From an optimization exercise on the open Yosys and OpenROAD flow, aimed at small area; shortcuts taken in it are not production practice.
Where RTL was checked, it was by simulation tests only, not by an equivalence proof against the original.
Power figures rest on the tool's default switching activity, not on a simulated workload.

Setup of v6:
## cpi_top
module cpi_top #(
    parameter int unsigned FIFO_DEPTH = 8
) (
    input  logic                   s_cam_clk_dft,
    input  logic                   rstn_i,
    input  logic                   cfg_enable_i,
    input  logic                   cfg_vsync_pol_i,
    input  logic                   cfg_drop_en_i,
    input  logic [5:0]             cfg_drop_val_i,
    input  logic                   cfg_slice_en_i,
    input  logic [2:0]             cfg_format_i,
    input  logic [3:0]             cfg_shift_i,
    input  logic [15:0]            cfg_row_len_i,
    input  logic [15:0]            cfg_llx_i,
    input  logic [15:0]            cfg_lly_i,
    input  logic [15:0]            cfg_urx_i,
    input  logic [15:0]            cfg_ury_i,
    input  logic [7:0]             cfg_coeff_r_i,
    input  logic [7:0]             cfg_coeff_g_i,
    input  logic [7:0]             cfg_coeff_b_i,
    input  logic [7:0]             cam_data_i,
    input  logic                   cam_hsync_i,
  ...
Size: roughly 1,000 cells after synthesis, about 210 flip-flops, about 170 I/O pins.
clock: 10.0 ns
lec_check: 0
cap_margin: 0
core_margin: 2
core_utilization: 40
cts_buf_list: sky130_fd_sc_hd__clkbuf_16
cts_cluster_diameter: 150
cts_cluster_size: 30
slew_margin: 0
run.sh (not shown) runs the stock make flow with config.mk's settings and CLKGATE_MAP_FILE= SYNTH_SCRIPT=/design/flow/synth_recipe.tcl, a recipe that flattens the netlist after the stock synthesis.
What v7 does differently from v6 at the input level:
--- a/flow/design.v
+++ b/flow/design.v
@@ -284,27 +284,26 @@
         end else begin
             rgb_v1_q     <= pair_valid_i & is_rgb_i;
             rgb_v2_q     <= rgb_v1_q;
             byp_v1_q     <= pair_valid_i & ~is_rgb_i;
             word_valid_o <= rgb_v2_q | byp_v1_q;
         end
     end
     always_ff @(posedge s_cam_clk_dft) begin
-        hold_q <= is_rgb_i ? sum_d : {1'b0, byp_i};   
+        hold_q <= is_rgb_i ? sum_d : {1'b0, byp_i};
     end
     assign wr_pend_o = rgb_v2_q | byp_v1_q;
-    logic [3:0]  sh;
-    logic [16:0] t8, t4, t2, t1;
-    assign sh = (rgb_v2_q && cfg_i.shift <= 4'd9) ? cfg_i.shift : 4'd0;
-    assign t1 = sh[0] ? (hold_q >> 1) : hold_q;
-    assign t2 = sh[1] ? (t1 >> 2) : t1;
-    assign t4 = sh[2] ? (t2 >> 4) : t2;
-    assign t8 = sh[3] ? (t4 >> 8) : t4;
-    assign word_o = t8[15:0];
+    always_comb begin
+        if (!rgb_v2_q || cfg_i.shift > 4'd9) begin
+            word_o = hold_q[15:0];
+        end else begin
+            word_o = 16'(hold_q >> cfg_i.shift);
+        end
+    end
 endmodule
 module cpi_luma_mac (
     input  logic [7:0]  sb,
     input  logic [7:0]  sc,
     input  logic [7:0]  ga,
     input  logic [7:0]  cg,
     input  logic [16:0] acc,
     output logic [16:0] sum
@@ -468,18 +467,18 @@
     assign n156 = (n146 & n153) | (n148 & (n146 ^ n153));
     assign n157 = n155 ^ n150 ^ n152;
     assign n158 = (n155 & n150) | (n152 & (n155 ^ n150));
     assign n159 = acc[15] ^ n154 ^ n156;
     assign n160 = (acc[15] & n154) | (n156 & (acc[15] ^ n154));
     assign n161 = n159 ^ n158;
     assign n162 = n159 & n158;
     assign n163 = acc[16] ^ n160 ^ n162;
-    assign sum[0] = 1'b0;
-    assign sum[1] = 1'b0;
+    assign sum[0] = acc[0];
+    assign sum[1] = acc[1];
     assign sum[2] = ((ga[2] & cg[0]) | acc[2]);
     assign sum[3] = n1;
     assign sum[4] = n7;
     assign sum[5] = n17;
     assign sum[6] = n31;
     assign sum[7] = n49;
     assign sum[8] = n69;
     assign sum[9] = n89;
@@ -515,36 +514,19 @@
     logic        pend;
     logic        shift_in;
     logic [2:0]  rd_idx;
     assign full       = count_q[3];
     assign wr_en      = wr_valid_i & ~full & ~flush_i;
     assign rd_valid_o = (count_q != 4'd0);
     assign rd_en      = rd_valid_o & rd_ready_i;
     assign pend       = wr_valid_i & ~full;
-    logic [2:0] idx_q;
-    logic [2:0] idx_d;
-    assign rd_idx = idx_q;
-    always_comb begin
-        idx_d = idx_q;
-        if (flush_i) begin
-            idx_d = shift_in ? 3'd0 : 3'd7;
-        end else if (shift_in && !rd_en) begin
-            idx_d = idx_q + 3'd1;
-        end else if (rd_en && !shift_in) begin
-            idx_d = idx_q - 3'd1;
-        end
-    end
-    always_ff @(posedge s_cam_clk_dft or negedge rstn_i) begin
-        if (!rstn_i) begin
-            idx_q <= 3'd7;
-        end else begin
-            idx_q <= idx_d;
-        end
-    end
+    logic [2:0] cnt_m1;
+    assign cnt_m1 = {count_q[2] ^ ~(count_q[1] | count_q[0]), ~(count_q[1] ^ count_q[0]), ~count_q[0]};
+    assign rd_idx = pend ? count_q[2:0] : cnt_m1;
     logic [7:0]  rd_sel;
     logic [15:0] rd_word;
     always_comb begin
         rd_word = '0;
         for (int i = 0; i < 8; i++) begin
             rd_sel[i] = (rd_idx == 3'(i));
             rd_word   = rd_word | (mem[i] & {16{rd_sel[i]}});
         end
--- outcome ---
v7: no failed stages, no open violations at the end
v6: flow completed, timing, DRC and antenna clean
v7 vs v6: setup slack after layout up
The via count reported for v7 is higher than the one for v6.
Going from v6 to v7, the worst ir drop on vdd was found to have gone up by 0.0000082 V.
On v7: async set-reset flop share out of synthesis is 1.3 points lower than what v6 gave.
In v7, smallest hold slack is higher than in v6.
Cell area | v7 vs v6 | v7 larger
Between v7 and v6, the largest stage delay on the critical path does not differ in any meaningful way.
v7 vs v6: layout-stage area growth over the synthesis result down
Higher fmax goes to v7 over v6.
v7: wire length of the first global-routing pass is about 4.5% higher than what v6 reported.
Cell depth of the worst setup path went up by a few percent going from v6 to v7.

---

cpi_top again, from the RTL that the note above started with.
clock: 10.0 ns
lec_check: 0
cap_margin: 0
core_margin: 2
core_utilization: 40
slew_margin: 0
standard.sh (not shown) runs the stock make flow with config.mk's settings and CLKGATE_MAP_FILE= SYNTH_SCRIPT=/design/flow/synth_recipe.tcl, a recipe that flattens the netlist after the stock synthesis.
==> flow/flow/run.sh <==
#!/bin/bash
# The standard layout (the standard.sh, standard synthesis included) with
# three placement/CTS choices changed through ORFS variables:
#  - port buffers use the smallest buffer cell instead of clkdlybuf4s50_1,
#  - CTS builds larger sink clusters with clkbuf_16 and inserts no dummy loads,
#  - the single tie cell from synthesis is kept instead of one per tied port.
set -euo pipefail
export BUFFER_PORTS_ARGS="-buffer_cell sky130_fd_sc_hd__buf_1"
export CTS_ARGS="-sink_clustering_enable -repair_clock_nets -dont_use_dummy_load -sink_clustering_size 30 -sink_clustering_max_diameter 150 -buf_list sky130_fd_sc_hd__clkbuf_16"
export SKIP_REPAIR_TIE_FANOUT=1
bash standard.sh > standard.log 2>&1
Edit:
--- a/flow/design.v
+++ b/flow/design.v
@@ -280,35 +280,34 @@
             rgb_v1_q     <= 1'b0;
             rgb_v2_q     <= 1'b0;
             byp_v1_q     <= 1'b0;
             word_valid_o <= 1'b0;
         end else begin
             rgb_v1_q     <= pair_valid_i & is_rgb_i;
             rgb_v2_q     <= rgb_v1_q;
             byp_v1_q     <= pair_valid_i & ~is_rgb_i;
             word_valid_o <= rgb_v2_q | byp_v1_q;
         end
     end
     always_ff @(posedge s_cam_clk_dft) begin
-        hold_q <= is_rgb_i ? sum_d : {1'b0, byp_i};   
+        hold_q <= is_rgb_i ? sum_d : {1'b0, byp_i};
     end
     assign wr_pend_o = rgb_v2_q | byp_v1_q;
-    logic [3:0]  sh;
-    logic [16:0] t8, t4, t2, t1;
-    assign sh = (rgb_v2_q && cfg_i.shift <= 4'd9) ? cfg_i.shift : 4'd0;
-    assign t1 = sh[0] ? (hold_q >> 1) : hold_q;
-    assign t2 = sh[1] ? (t1 >> 2) : t1;
-    assign t4 = sh[2] ? (t2 >> 4) : t2;
-    assign t8 = sh[3] ? (t4 >> 8) : t4;
-    assign word_o = t8[15:0];
+    always_comb begin
+        if (!rgb_v2_q || cfg_i.shift > 4'd9) begin
+            word_o = hold_q[15:0];
+        end else begin
+            word_o = 16'(hold_q >> cfg_i.shift);
+        end
+    end
 endmodule
 module cpi_luma_mac (
     input  logic [7:0]  sb,
     input  logic [7:0]  sc,
     input  logic [7:0]  ga,
     input  logic [7:0]  cg,
     input  logic [16:0] acc,
     output logic [16:0] sum
 );
     logic n1, n2, n3, n4, n5, n6, n7, n8, n9, n10, n11, n12, n13, n14, n15, n16, n17, n18, n19, n20, n21, n22, n23, n24, n25, n26, n27, n28, n29, n30, n31, n32, n33, n34, n35, n36, n37, n38, n39, n40, n41, n42, n43, n44, n45, n46, n47, n48, n49, n50, n51, n52, n53, n54, n55, n56, n57, n58, n59, n60, n61, n62, n63, n64, n65, n66, n67, n68, n69, n70, n71, n72, n73, n74, n75, n76, n77, n78, n79, n80, n81, n82, n83, n84, n85, n86, n87, n88, n89, n90, n91, n92, n93, n94, n95, n96, n97, n98, n99, n100, n101, n102, n103, n104, n105, n106, n107, n108, n109, n110, n111, n112, n113, n114, n115, n116, n117, n118, n119, n120, n121, n122, n123, n124, n125, n126, n127, n128, n129, n130, n131, n132, n133, n134, n135, n136, n137, n138, n139, n140, n141, n142, n143, n144, n145, n146, n147, n148, n149, n150, n151, n152, n153, n154, n155, n156, n157, n158, n159, n160, n161, n162, n163;
     assign n1 = ((ga[2] & cg[1]) | acc[3]) ^ (ga[3] & cg[0]) ^ (sb[3] & sc[0]);
     assign n2 = (((ga[2] & cg[1]) | acc[3]) & (ga[3] & cg[0])) | ((sb[3] & sc[0]) & (((ga[2] & cg[1]) | acc[3]) ^ (ga[3] & cg[0])));
@@ -464,26 +463,26 @@
     assign n152 = (n149 & n140) | (n142 & (n149 ^ n140));
     assign n153 = ((ga[7] & cg[7]) | acc[14]) ^ (sb[7] & sc[7]) ^ n144;
     assign n154 = (((ga[7] & cg[7]) | acc[14]) & (sb[7] & sc[7])) | (n144 & (((ga[7] & cg[7]) | acc[14]) ^ (sb[7] & sc[7])));
     assign n155 = n146 ^ n153 ^ n148;
     assign n156 = (n146 & n153) | (n148 & (n146 ^ n153));
     assign n157 = n155 ^ n150 ^ n152;
     assign n158 = (n155 & n150) | (n152 & (n155 ^ n150));
     assign n159 = acc[15] ^ n154 ^ n156;
     assign n160 = (acc[15] & n154) | (n156 & (acc[15] ^ n154));
     assign n161 = n159 ^ n158;
     assign n162 = n159 & n158;
     assign n163 = acc[16] ^ n160 ^ n162;
-    assign sum[0] = 1'b0;
-    assign sum[1] = 1'b0;
+    assign sum[0] = acc[0];
+    assign sum[1] = acc[1];
     assign sum[2] = ((ga[2] & cg[0]) | acc[2]);
     assign sum[3] = n1;
     assign sum[4] = n7;
     assign sum[5] = n17;
     assign sum[6] = n31;
     assign sum[7] = n49;
     assign sum[8] = n69;
     assign sum[9] = n89;
     assign sum[10] = n109;
     assign sum[11] = n127;
     assign sum[12] = n141;
     assign sum[13] = n151;
@@ -511,44 +510,27 @@
     logic [3:0]  count_d;
     logic        full;
     logic        wr_en;
     logic        rd_en;
     logic        pend;
     logic        shift_in;
     logic [2:0]  rd_idx;
     assign full       = count_q[3];
     assign wr_en      = wr_valid_i & ~full & ~flush_i;
     assign rd_valid_o = (count_q != 4'd0);
     assign rd_en      = rd_valid_o & rd_ready_i;
     assign pend       = wr_valid_i & ~full;
-    logic [2:0] idx_q;
-    logic [2:0] idx_d;
-    assign rd_idx = idx_q;
-    always_comb begin
-        idx_d = idx_q;
-        if (flush_i) begin
-            idx_d = shift_in ? 3'd0 : 3'd7;
-        end else if (shift_in && !rd_en) begin
-            idx_d = idx_q + 3'd1;
-        end else if (rd_en && !shift_in) begin
-            idx_d = idx_q - 3'd1;
-        end
-    end
-    always_ff @(posedge s_cam_clk_dft or negedge rstn_i) begin
-        if (!rstn_i) begin
-            idx_q <= 3'd7;
-        end else begin
-            idx_q <= idx_d;
-        end
-    end
+    logic [2:0] cnt_m1;
+    assign cnt_m1 = {count_q[2] ^ ~(count_q[1] | count_q[0]), ~(count_q[1] ^ count_q[0]), ~count_q[0]};
+    assign rd_idx = pend ? count_q[2:0] : cnt_m1;
     logic [7:0]  rd_sel;
     logic [15:0] rd_word;
     always_comb begin
         rd_word = '0;
         for (int i = 0; i < 8; i++) begin
             rd_sel[i] = (rd_idx == 3'(i));
             rd_word   = rd_word | (mem[i] & {16{rd_sel[i]}});
         end
     end
     assign rd_data_o  = {16'd0, rd_word};
     always_comb begin
         count_d = count_q;
Outcome: The changed run went through all stages and came out clean; design area came out higher by 1.8%; sequential share of layout area came out lower by 1.2 points; die area came out higher by 2.4%; synthesized cell count came out higher by 6.2%; global-route usage came out higher by 1.3 points; clock skew came out lower by 0.068 ns; total power came out lower by 3.5%; core utilization came out lower by 0.47 points; sequential cell count came out lower by 3; maximum frequency came out lower by 0.81%.

---

cpi_top, a different RTL version from the one above (not shown whole).
Size in the first run: roughly 980 cells after synthesis, about 170 I/O pins, roughly 0.012 sq mm of cells after synthesis.
==> module cpi_luma_filter, before the edit <==
module cpi_luma_filter (
    input  logic                   s_cam_clk_dft,
    input  logic                   rstn_i,
    input  cpi_cfg_pkg::cpi_cfg_t  cfg_i,
    input  logic [7:0]             sb_i,
    input  logic [7:0]             ga_i,
    input  logic [15:0]            byp_i,
    input  logic                   is_rgb_i,
    input  logic                   pair_valid_i,
    output logic                   cycle_b_o,
    output logic [15:0]            word_o,
    output logic                   wr_pend_o,
    output logic                   word_valid_o
);
    logic [16:0] sum_d;
    logic [16:0] hold_q;
    logic        rgb_v1_q;
    logic        pend_q;      
    logic [7:0]  sc;
    logic [16:0] acc;
    assign cycle_b_o = rgb_v1_q;
    assign sc  = rgb_v1_q ? cfg_i.coeff_b : cfg_i.coeff_r;
    assign acc[16:2] = rgb_v1_q ? hold_q[16:2] : (is_rgb_i ? 15'd0 : {1'b0, byp_i[15:2]});
    assign acc[1:0]  = is_rgb_i ? 2'd0 : byp_i[1:0];
    cpi_luma_mac u_mac (
        .sb  ( sb_i          ),
        .sc  ( sc            ),
        .ga  ( ga_i          ),
        .cg  ( cfg_i.coeff_g ),
        .acc ( acc           ),
        .sum ( sum_d         )
    );
    always_ff @(posedge s_cam_clk_dft or negedge rstn_i) begin
        if (!rstn_i) begin
            rgb_v1_q     <= 1'b0;
            pend_q       <= 1'b0;
            word_valid_o <= 1'b0;
        end else begin
            rgb_v1_q     <= pair_valid_i & is_rgb_i;
            pend_q       <= rgb_v1_q | (pair_valid_i & ~is_rgb_i);
            word_valid_o <= pend_q;
        end
    end
    always_ff @(posedge s_cam_clk_dft) begin
        hold_q <= sum_d;
    end
    assign wr_pend_o = pend_q;
    logic [3:0]  sh;
    logic [16:0] t8, t4, t2, t1;
    assign sh = (is_rgb_i && cfg_i.shift <= 4'd9) ? cfg_i.shift : 4'd0;
    assign t1 = sh[0] ? (hold_q >> 1) : hold_q;
    assign t2 = sh[1] ? (t1 >> 2) : t1;
    assign t4 = sh[2] ? (t2 >> 4) : t2;
    assign t8 = sh[3] ? (t4 >> 8) : t4;
    assign word_o = t8[15:0];
endmodule
==> module cpi_out_fifo, before the edit <==
module cpi_out_fifo (
    input  logic        s_cam_clk_dft,
    input  logic        rstn_i,
    input  logic        flush_i,
    input  logic [15:0] wr_data_i,
    input  logic        wr_pend_i,
    input  logic        wr_valid_i,
    output logic [31:0] rd_data_o,
    output logic        rd_valid_o,
    input  logic        rd_ready_i,
    output logic        overflow_o
);
    logic [15:0] mem [8];
    logic [2:0]  top_q;
    logic [2:0]  top_d;
    logic        any_q;
    logic        any_d;
    logic        pend_q;
    logic        top0;
    logic        full;
    logic        full_d;
    logic        wr_en;
    logic        rd_en;
    logic        shift_in;
    assign top0       = (top_q == 3'd0);
    assign full       = any_q & ~pend_q & top0;
    assign wr_en      = pend_q & ~flush_i;
    assign rd_valid_o = any_q;
    assign rd_en      = any_q & rd_ready_i;
    assign full_d     = ~flush_i & ~rd_en & any_q & top0;
    assign shift_in   = wr_pend_i & ~full_d;
    always_comb begin
        top_d = top_q;
        if (flush_i) begin
            top_d = shift_in ? 3'd1 : 3'd0;
        end else if (shift_in && !rd_en) begin
            top_d = top_q + 3'd1;
        end else if (rd_en && !shift_in) begin
            top_d = top_q - 3'd1;
        end
    end
    assign any_d = ~flush_i & (wr_en |
                   (any_q & ~((top_q == {1'b0, pend_q, ~pend_q}) & rd_en)));
    always_ff @(posedge s_cam_clk_dft or negedge rstn_i) begin
        if (!rstn_i) begin
            top_q      <= 3'd0;
            any_q      <= 1'b0;
            pend_q     <= 1'b0;
            overflow_o <= 1'b0;
        end else begin
            top_q    <= top_d;
            any_q    <= any_d;
            pend_q   <= shift_in;
            if (flush_i) begin
                overflow_o <= 1'b0;
            end else if (wr_valid_i && full) begin
                overflow_o <= 1'b1;
            end
        end
    end
    logic [15:0] rd_word;
    always_comb begin
        rd_word = '0;
        for (int i = 0; i < 8; i++) begin
            rd_word = rd_word | (mem[i] & {16{top_q == 3'(i + 1)}});
        end
    end
    assign rd_data_o = {16'd0, rd_word};
    always_ff @(posedge s_cam_clk_dft) begin
        if (shift_in) begin
            mem[0] <= wr_data_i;
            for (int i = 1; i < 8; i++) begin
                mem[i] <= mem[i-1];
            end
        end
    end
endmodule
==> flow/config.mk <==
export PLATFORM = sky130hd
export DESIGN_NAME = cpi_top
export DESIGN_NICKNAME = cpi_top
export VERILOG_FILES = /design/flow/design.v
export SDC_FILE = /design/flow/constraint.sdc
export NUM_CORES = 4
export LEC_CHECK = 0
export CAP_MARGIN = 0
export CORE_MARGIN = 2
export CORE_UTILIZATION = 60
export SLEW_MARGIN = 0
==> flow/constraint.sdc <==
create_clock -name core_clock -period 10.0 [get_ports {s_cam_clk_dft}]
set_input_delay 2.0000 -clock core_clock [delete_from_list [all_inputs] [get_ports {s_cam_clk_dft}]]
set_output_delay 2.0000 -clock core_clock [all_outputs]
set_load 0.01 [all_outputs]
==> flow/flow/run.sh <==
#!/bin/bash
# The standard layout (the standard.sh, with its standard synthesis) with
# a few placement and CTS choices changed through ORFS variables:
#  - port buffers use the smallest buffer cell (buf_1) instead of
#    clkdlybuf4s50_1; every port still gets its own buffer,
#  - CTS clusters at most 10 sinks within 60 um per clkbuf_4 and inserts no
#    dummy loads,
#  - the single tie cell from synthesis is kept instead of one per tied port.
# The full make output goes to standard.log; ORFS keeps each step's log under
# orfs/logs/.
set -euo pipefail
export BUFFER_PORTS_ARGS="-buffer_cell sky130_fd_sc_hd__buf_1"
export CTS_ARGS="-sink_clustering_enable -repair_clock_nets -dont_use_dummy_load -sink_clustering_size 10 -sink_clustering_max_diameter 60 -buf_list sky130_fd_sc_hd__clkbuf_4"
export SKIP_REPAIR_TIE_FANOUT=1
bash standard.sh > standard.log 2>&1
==> next run, changes <==
--- a/flow/design.v
+++ b/flow/design.v
@@ -262,14 +262,13 @@
     logic        rgb_v1_q;
     logic        pend_q;      
     logic [7:0]  sc;
     logic [16:0] acc;
     assign cycle_b_o = rgb_v1_q;
     assign sc  = rgb_v1_q ? cfg_i.coeff_b : cfg_i.coeff_r;
-    assign acc[16:2] = rgb_v1_q ? hold_q[16:2] : (is_rgb_i ? 15'd0 : {1'b0, byp_i[15:2]});
-    assign acc[1:0]  = is_rgb_i ? 2'd0 : byp_i[1:0];
+    assign acc = rgb_v1_q ? hold_q : (is_rgb_i ? 17'd0 : {1'b0, byp_i});
     cpi_luma_mac u_mac (
         .sb  ( sb_i          ),
         .sc  ( sc            ),
         .ga  ( ga_i          ),
         .cg  ( cfg_i.coeff_g ),
         .acc ( acc           ),
@@ -502,64 +501,64 @@
     output logic [31:0] rd_data_o,
     output logic        rd_valid_o,
     input  logic        rd_ready_i,
     output logic        overflow_o
 );
     logic [15:0] mem [8];
-    logic [2:0]  top_q;
-    logic [2:0]  top_d;
-    logic        any_q;
-    logic        any_d;
+    logic [2:0]  rd_idx_q;
+    logic [2:0]  rd_idx_d;
+    logic        empty_q;
+    logic        empty_d;
     logic        pend_q;
-    logic        top0;
+    logic        idx7;
     logic        full;
     logic        full_d;
     logic        wr_en;
     logic        rd_en;
     logic        shift_in;
-    assign top0       = (top_q == 3'd0);
-    assign full       = any_q & ~pend_q & top0;
+    assign idx7       = (rd_idx_q == 3'd7);
+    assign full       = ~empty_q & ~pend_q & idx7;
     assign wr_en      = pend_q & ~flush_i;
-    assign rd_valid_o = any_q;
-    assign rd_en      = any_q & rd_ready_i;
-    assign full_d     = ~flush_i & ~rd_en & any_q & top0;
+    assign rd_valid_o = ~empty_q;
+    assign rd_en      = ~empty_q & rd_ready_i;
+    assign full_d     = ~flush_i & ~rd_en & ~empty_q & idx7;
     assign shift_in   = wr_pend_i & ~full_d;
     always_comb begin
-        top_d = top_q;
+        rd_idx_d = rd_idx_q;
         if (flush_i) begin
-            top_d = shift_in ? 3'd1 : 3'd0;
+            rd_idx_d = shift_in ? 3'd0 : 3'd7;
         end else if (shift_in && !rd_en) begin
-            top_d = top_q + 3'd1;
+            rd_idx_d = rd_idx_q + 3'd1;
         end else if (rd_en && !shift_in) begin
-            top_d = top_q - 3'd1;
+            rd_idx_d = rd_idx_q - 3'd1;
         end
     end
-    assign any_d = ~flush_i & (wr_en |
-                   (any_q & ~((top_q == {1'b0, pend_q, ~pend_q}) & rd_en)));
+    assign empty_d = flush_i | (empty_q & ~wr_en) |
+                     (~empty_q & (rd_idx_q == {2'b00, pend_q}) & rd_en & ~wr_en);
     always_ff @(posedge s_cam_clk_dft or negedge rstn_i) begin
         if (!rstn_i) begin
-            top_q      <= 3'd0;
-            any_q      <= 1'b0;
+            rd_idx_q   <= 3'd7;
+            empty_q    <= 1'b1;
             pend_q     <= 1'b0;
             overflow_o <= 1'b0;
         end else begin
-            top_q    <= top_d;
-            any_q    <= any_d;
+            rd_idx_q <= rd_idx_d;
+            empty_q  <= empty_d;
             pend_q   <= shift_in;
             if (flush_i) begin
                 overflow_o <= 1'b0;
             end else if (wr_valid_i && full) begin
                 overflow_o <= 1'b1;
             end
         end
     end
     logic [15:0] rd_word;
     always_comb begin
         rd_word = '0;
         for (int i = 0; i < 8; i++) begin
-            rd_word = rd_word | (mem[i] & {16{top_q == 3'(i + 1)}});
+            rd_word = rd_word | (mem[i] & {16{rd_idx_q == 3'(i)}});
         end
     end
     assign rd_data_o = {16'd0, rd_word};
     always_ff @(posedge s_cam_clk_dft) begin
         if (shift_in) begin
             mem[0] <= wr_data_i;
What happened: The new run went through all stages and came out clean; wire length came out lower by 1.1%; combinational power rises by 30%; non-clock buffer count is lower by 3; synthesized area hardly moves; count of clock-buffer cells in the layout is unchanged; via count goes down by 1.1%; cell count hardly moves; final area barely changes; hold slack is worse by 0.011 ns.
Function not checked in the first run of this note: the RTL went through the layout flow alone.

==> static timing again, ports no longer ideal <==
How much do the figures lean on ideal ports? The routed layouts below were timed once more, with nothing changed but the port constraints.
Step 1, drivers: a clkbuf_16 drives s_cam_clk_dft and a buf_2 each remaining input, both assumed.
Step 2, shift: input delay + t, output delay - t, t = (earliest + latest rising clock arrival at the registers) / 2. This alone moves slack from input paths to output paths.
a / b / c = no drivers / after step 1 / after step 2; a / b = the first two.
run	t, ns	slack for setup (ns)	worst hold slack (ns)	worst setup path at the end	latest minus earliest clock arrival (ns)
v6	0.512	1.026 / 1.055 / 0.543	0.364 / 0.364 / 0.364	input to register	0.051 / 0.051
v7	0.516	1.132 / 1.161 / 0.645	0.368 / 0.368 / 0.368	input to register	0.015 / 0.015
the first run of note 2	0.490	1.458 / 1.471 / 0.981	0.360 / 0.360 / 0.360	input to register	0.084 / 0.084
the second run of note 2	0.503	1.388 / 1.408 / 0.905	0.373 / 0.373 / 0.373	input to register	0.016 / 0.016
the first run of note 3	0.675	1.633 / 1.609 / 0.933	0.328 / 0.328 / 0.328	input to register	0.107 / 0.107
the second run of note 3	0.662	1.510 / 1.508 / 0.846	0.317 / 0.317 / 0.317	input to register	0.113 / 0.112
After both steps every run listed still meets setup and hold. For the first run of note 3, which loses most, drivers alone change the setup slack by -0.024 ns; drivers and shift together by -0.700 ns.
